From an optimization exercise on the open Yosys and OpenROAD flow, aimed at small area and a short achievable clock period; shortcuts taken in it are not production practice. Only simulation tests tie the RTL to the original design; equivalence was not proved. No driver is modelled on the clock port, so clocking that relies on it looks cheaper here than on a real chip.

Design mdu_hilo, start of the top module:
module mdu_hilo #(
    parameter int MULT_CYCLES = mdu_pkg::MDU_MULT_CYCLES_DEF,
    parameter int DIV_CYCLES  = mdu_pkg::MDU_DIV_CYCLES_DEF
) (
    input  logic                clk,
    input  logic                reset,
    input  logic                start,
    input  logic [mdu_pkg::MDU_OP_W-1:0] op,
    input  logic [31:0]         rs_val,
    input  logic [31:0]         rt_val,
    input  logic                cancel,
    output logic                busy,
    output logic                stall_req,
    output logic [31:0]         hi,
    output logic [31:0]         lo
);
    localparam int W = 34;    
    localparam int HW = 33;   
    logic [3:0]   r_cnt;
    logic         r_is_div;
    logic         r_f31;      
    logic         r_bprev;    
    logic [HW-1:0] r_h;       
    logic [31:0]  r_l;        
    logic [3:0]   r_lx;       
    logic [32:0]  r_m;        
    logic [31:0]  r_hi;
  ...
export LEC_CHECK = 0
export ABC_AREA = 1
export CAP_MARGIN = 20
export CORE_MARGIN = 2
export CORE_UTILIZATION = 60
export CTS_BUF_LIST = sky130_fd_sc_hd__clkbuf_8
export SLEW_MARGIN = 20
create_clock -name core_clock -period 110.0 [get_ports {clk}]
standard.sh (not shown) runs the stock make flow with config.mk's settings and CLKGATE_MAP_FILE= SYNTH_SCRIPT=/design/flow/synth_recipe.tcl, a recipe that flattens the netlist after the stock synthesis.
==> flow/flow/run.sh <==
#!/bin/bash
# Standard layout, except that the port buffers are the smallest buffer
# (sky130_fd_sc_hd__buf_1) instead of the one buffer_ports picks by default.
set -o pipefail
export BUFFER_PORTS_ARGS="-buffer_cell sky130_fd_sc_hd__buf_1"
bash standard.sh > standard.log 2>&1
The first run finished clean.
Rerun with:
--- a/flow/design.v
+++ b/flow/design.v
@@ -103,21 +103,21 @@
         for (r = 0; r < 4; r++) begin : g_row
             logic [W-1:0] prev;
             if (r == 0) begin : g_p0
                 assign prev = {r_h[HW-1], r_h};
                 assign w_bt[r] = {r_l[1], r_l[0], r_bprev};
             end else begin : g_pn
                 assign prev = w_s[r-1];
                 assign w_bt[r] = {r_l[2*r+1], r_l[2*r], r_l[2*r-1]};
             end
             assign w_z[r]   = r_lx[3-r];
-            assign w_rsg[r] = (r == 0) ? r_h[32] : w_sf[r-1];
+            assign w_rsg[r] = (r == 0) ? r_h[32] : (r == 2) ? prev[32] : w_sf[r-1];
             assign w_p[r]   = ~(w_rsg[r] ^ w_sig);
             assign w_dw[r]  = r_is_div & ~(w_last & (r == 0));
             logic mb_one, mb_two, mb_neg, dv_one, dv_two, dv_neg;
             assign mb_one = w_last ? ((r == 0) & r_f31) : (w_bt[r][1] ^ w_bt[r][0]);
             assign mb_two = ~w_last & ((w_bt[r] == 3'b011) | (w_bt[r] == 3'b100));
             assign mb_neg = ~w_last & w_bt[r][2] & ~(w_bt[r][1] & w_bt[r][0]);
             if (r == 0) begin : g_d0
                 assign dv_one = ~w_last | (w_rsg_h ^ w_sig);
                 assign dv_two = 1'b0;
                 assign dv_neg = w_last ? ((w_rsg_h ^ w_sig) & ~(w_rsg_h ^ w_dneg))
The new run passed the timing, DRC and antenna checks.
Non-clock buffer count fell by 1.
Die area fell by 3.0%.
Via count fell by 4.5%.
Design area fell by 3.1%.
Clock skew stays flat.
Hold slack improved by 0.0066 ns.
Maximum frequency stays flat.

========
Another version of the RTL of mdu_hilo (not shown whole).
Size in the first run: about 2,000 cells after synthesis, roughly 180 flip-flops, roughly 140 I/O pins, ~0.016 mm2 of cells after synthesis.
export LEC_CHECK = 0
export ABC_AREA = 1
export CAP_MARGIN = 20
export CORE_MARGIN = 2
export CORE_UTILIZATION = 60
export SLEW_MARGIN = 20
create_clock -name core_clock -period 110.0 [get_ports {clk}]
==> flow/flow/run.sh <==
#!/bin/bash
# Standard layout with these changes:
#  * the port buffers are the smallest buffer (sky130_fd_sc_hd__buf_1)
#    instead of the one buffer_ports picks by default;
set -euo pipefail
export BUFFER_PORTS_ARGS="-buffer_cell sky130_fd_sc_hd__buf_1"
R=orfs/results/${FLOW_PLATFORM:-sky130hd}/mdu_hilo/base
LIB=$FLOW_HOME/platforms/sky130hd/lib/sky130_fd_sc_hd__tt_025C_1v80.lib
PLAT=$FLOW_HOME/platforms/sky130hd
bash standard.sh place > standard_place.log 2>&1
cp $R/3_place.odb $R/3_place_pre_downsize.odb
DS_LIB=$LIB DS_PLATFORM_DIR=$PLAT \
DS_IN=$R/3_place_pre_downsize.odb DS_OUT=$R/3_place.odb DS_SDC=$R/3_place.sdc \
DS_SLACK_LOSS=0.0 DS_REG_MARGIN=1.0 \
  openroad -no_init -exit flow/downsize.tcl > downsize.log 2>&1
CTS_BUF_LIST=sky130_fd_sc_hd__clkbuf_8 bash standard.sh cts > standard_cts8.log 2>&1
CS_LIB=$LIB CS_PLATFORM_DIR=$PLAT CS_IN=$R/4_cts.odb CS_SDC=$R/4_cts.sdc \
  openroad -no_init -exit flow/clkslew.tcl > clkslew8.log 2>&1
SLEW=$(awk '/^CLKSLEW/ {print $2}' clkslew8.log)
if ! awk -v s="$SLEW" 'BEGIN { exit !(s != "" && s + 0 < 0.115) }'; then
  echo "clkbuf_8 tree slew $SLEW ns: rebuilding with clkbuf_16" > cts_choice.log
  rm -f $R/4_1_cts.odb $R/4_cts.odb $R/4_cts.sdc
  CTS_BUF_LIST=sky130_fd_sc_hd__clkbuf_16 bash standard.sh cts > standard_cts16.log 2>&1
else
  echo "clkbuf_8 tree slew $SLEW ns: kept" > cts_choice.log
fi
bash standard.sh > standard_finish.log 2>&1
Other scripts of this flow, unchanged in this note and not shown: flow/flow/clkslew.tcl, flow/flow/downsize.tcl
Then changed:
--- a/flow/design.v
+++ b/flow/design.v
@@ -110,23 +110,23 @@
         for (r = 0; r < 4; r++) begin : g_row
             logic [W-1:0] prev;
             if (r == 0) begin : g_p0
                 assign prev = {r_h[HW-1], r_h};
                 assign w_bt[r] = {r_l[1], r_l[0], r_bprev};
             end else begin : g_pn
                 assign prev = w_s[r-1];
                 assign w_bt[r] = {r_l[2*r+1], r_l[2*r], r_l[2*r-1]};
             end
             assign w_z[r]   = r_lx[3-r];
             assign w_rsg[r] = (r == 0) ? r_h[32] : (r == 2) ? prev[32] : w_sf[r-1];
-            assign w_p[r]   = ~(w_rsg[r] ^ w_dneg);
+            assign w_p[r]   = ~(w_rsg[r] ^ w_sig);
             assign w_dw[r]  = (r == 0) ? r_c0_dw : r_is_div;
             logic mb_one, mb_two, mb_neg, dv_one, dv_two, dv_neg;
             assign mb_one = w_last ? ((r == 0) & r_f31) : (w_bt[r][1] ^ w_bt[r][0]);
             assign mb_two = ~w_last & ((w_bt[r] == 3'b011) | (w_bt[r] == 3'b100));
             assign mb_neg = ~w_last & w_bt[r][2] & ~(w_bt[r][1] & w_bt[r][0]);
             if (r == 0) begin : g_d0
                 assign dv_one = ~w_last | (w_rsg_h ^ w_sig);
                 assign dv_two = 1'b0;
                 assign dv_neg = w_last ? ((w_rsg_h ^ w_sig) & ~(w_rsg_h ^ w_dneg))
                                        : ~(w_rsg[r] ^ w_dneg);
             end else if (r == 1) begin : g_d1
@@ -153,27 +153,26 @@
                             ^ {W{w_neg[r]}};
             logic [W:0] cy;
             assign cy     = rcc(w_x[r], w_y[r], w_neg[r]);
             assign w_s[r] = w_x[r] ^ w_y[r] ^ cy[W-1:0];
             assign w_sf[r] = w_x[r][32] ^ w_y[r][32] ^ fc32(w_x[r], w_y[r], cy[FK]);
         end
     endgenerate
     logic        w_corr, w_exact, w_qs, w_inc, w_mz;
     logic [31:0] w_qv, w_qx, w_lov, w_hiv;
     assign w_corr  = w_rsg_h ^ w_sig;
     assign w_exact = w_sig & (w_s[1][W-1:1] == '0);
-    assign w_qs    = w_sig ^ w_dneg;
-    assign w_inc   = r_is_div & (w_qs ? (w_corr & ~w_exact) : (w_exact & ~w_corr));
-    assign w_qv    = r_is_div ? {r_l[30:0], w_qs ? (w_corr | ~w_exact) : (w_exact | ~w_corr)}
-                              : r_l;
-    assign w_qx    = w_qv;
+    assign w_qs    = r_is_div & (w_sig ^ w_dneg);
+    assign w_inc   = r_is_div & (w_qs ^ w_exact);
+    assign w_qv    = r_is_div ? {r_l[30:0], ~w_corr} : r_l;
+    assign w_qx    = w_qv ^ {32{w_qs}};
     assign w_mz    = (r_m == 33'd0);
     assign w_lov = rinc(w_qx, w_inc);
     assign w_hiv = w_exact ? 32'd0 : w_s[0][31:0];
     assign w_wb  = w_last & ~(r_is_div & w_mz);
     always_ff @(posedge clk) begin
         if (reset) begin
             r_cnt <= 4'd0;
         end else if (w_accept) begin
             if (mdu_pkg::mdu_is_multicycle(op))
                 r_cnt <= w_mdiv ? 4'(DIV_CYCLES) : 4'(MULT_CYCLES);
         end else if (w_run) begin
=> Flip-flop and latch count does not change. Core utilization decreases by 0.33 points. Die area came out higher by 3.1%. Design area rises by about 3%. Setup slack degrades by 0.039 ns. Fmax barely changes. Synthesized area rose by about 3.2%. First-iteration DRC count grows by about 23%. Worst hold slack improves by 0.023 ns. Final cell count rose by 3.8%. Global-route usage grows by 1.0 points.

==> what the ideal ports hide <==
In the flow no input, the clock included, has a driving cell. The finished layouts below were timed again as built, in two steps.
Step 1 sets driving cells, clkbuf_16 on the clock port and buf_2 on the other inputs (assumed; they add their load-dependent delay and slew).
Step 2 adds t to the input delays and takes it off the output delays; t is the mean of the earliest and latest rising clock arrival at the registers after step 1. Input paths then give back, and output paths get back, about the clock's delay inside the block.
Three values: ideal, step 1, step 2; two values: the first two.
| run | shift t [ns] | slack for setup (ns) | worst setup path after step 2 | clock arrival spread, ns |
|---|---|---|---|---|
| the first run of note 1 | 0.541 | 64.822 / 64.798 / 64.798 | input to output | 0.024 / 0.024 |
| the second run of note 1 | 0.542 | 64.704 / 64.682 / 64.682 | input to output | 0.022 / 0.023 |
| the first run of note 2 | 0.495 | 65.228 / 65.207 / 65.207 | input to output | 0.019 / 0.020 |
| the second run of note 2 | 0.491 | 65.189 / 65.166 / 65.166 | input to output | 0.024 / 0.024 |
After both steps setup and hold are still met in every run listed. The setup slack of the first run of note 1, which loses most, moves by -0.024 ns with the drivers and by -0.024 ns with both steps.
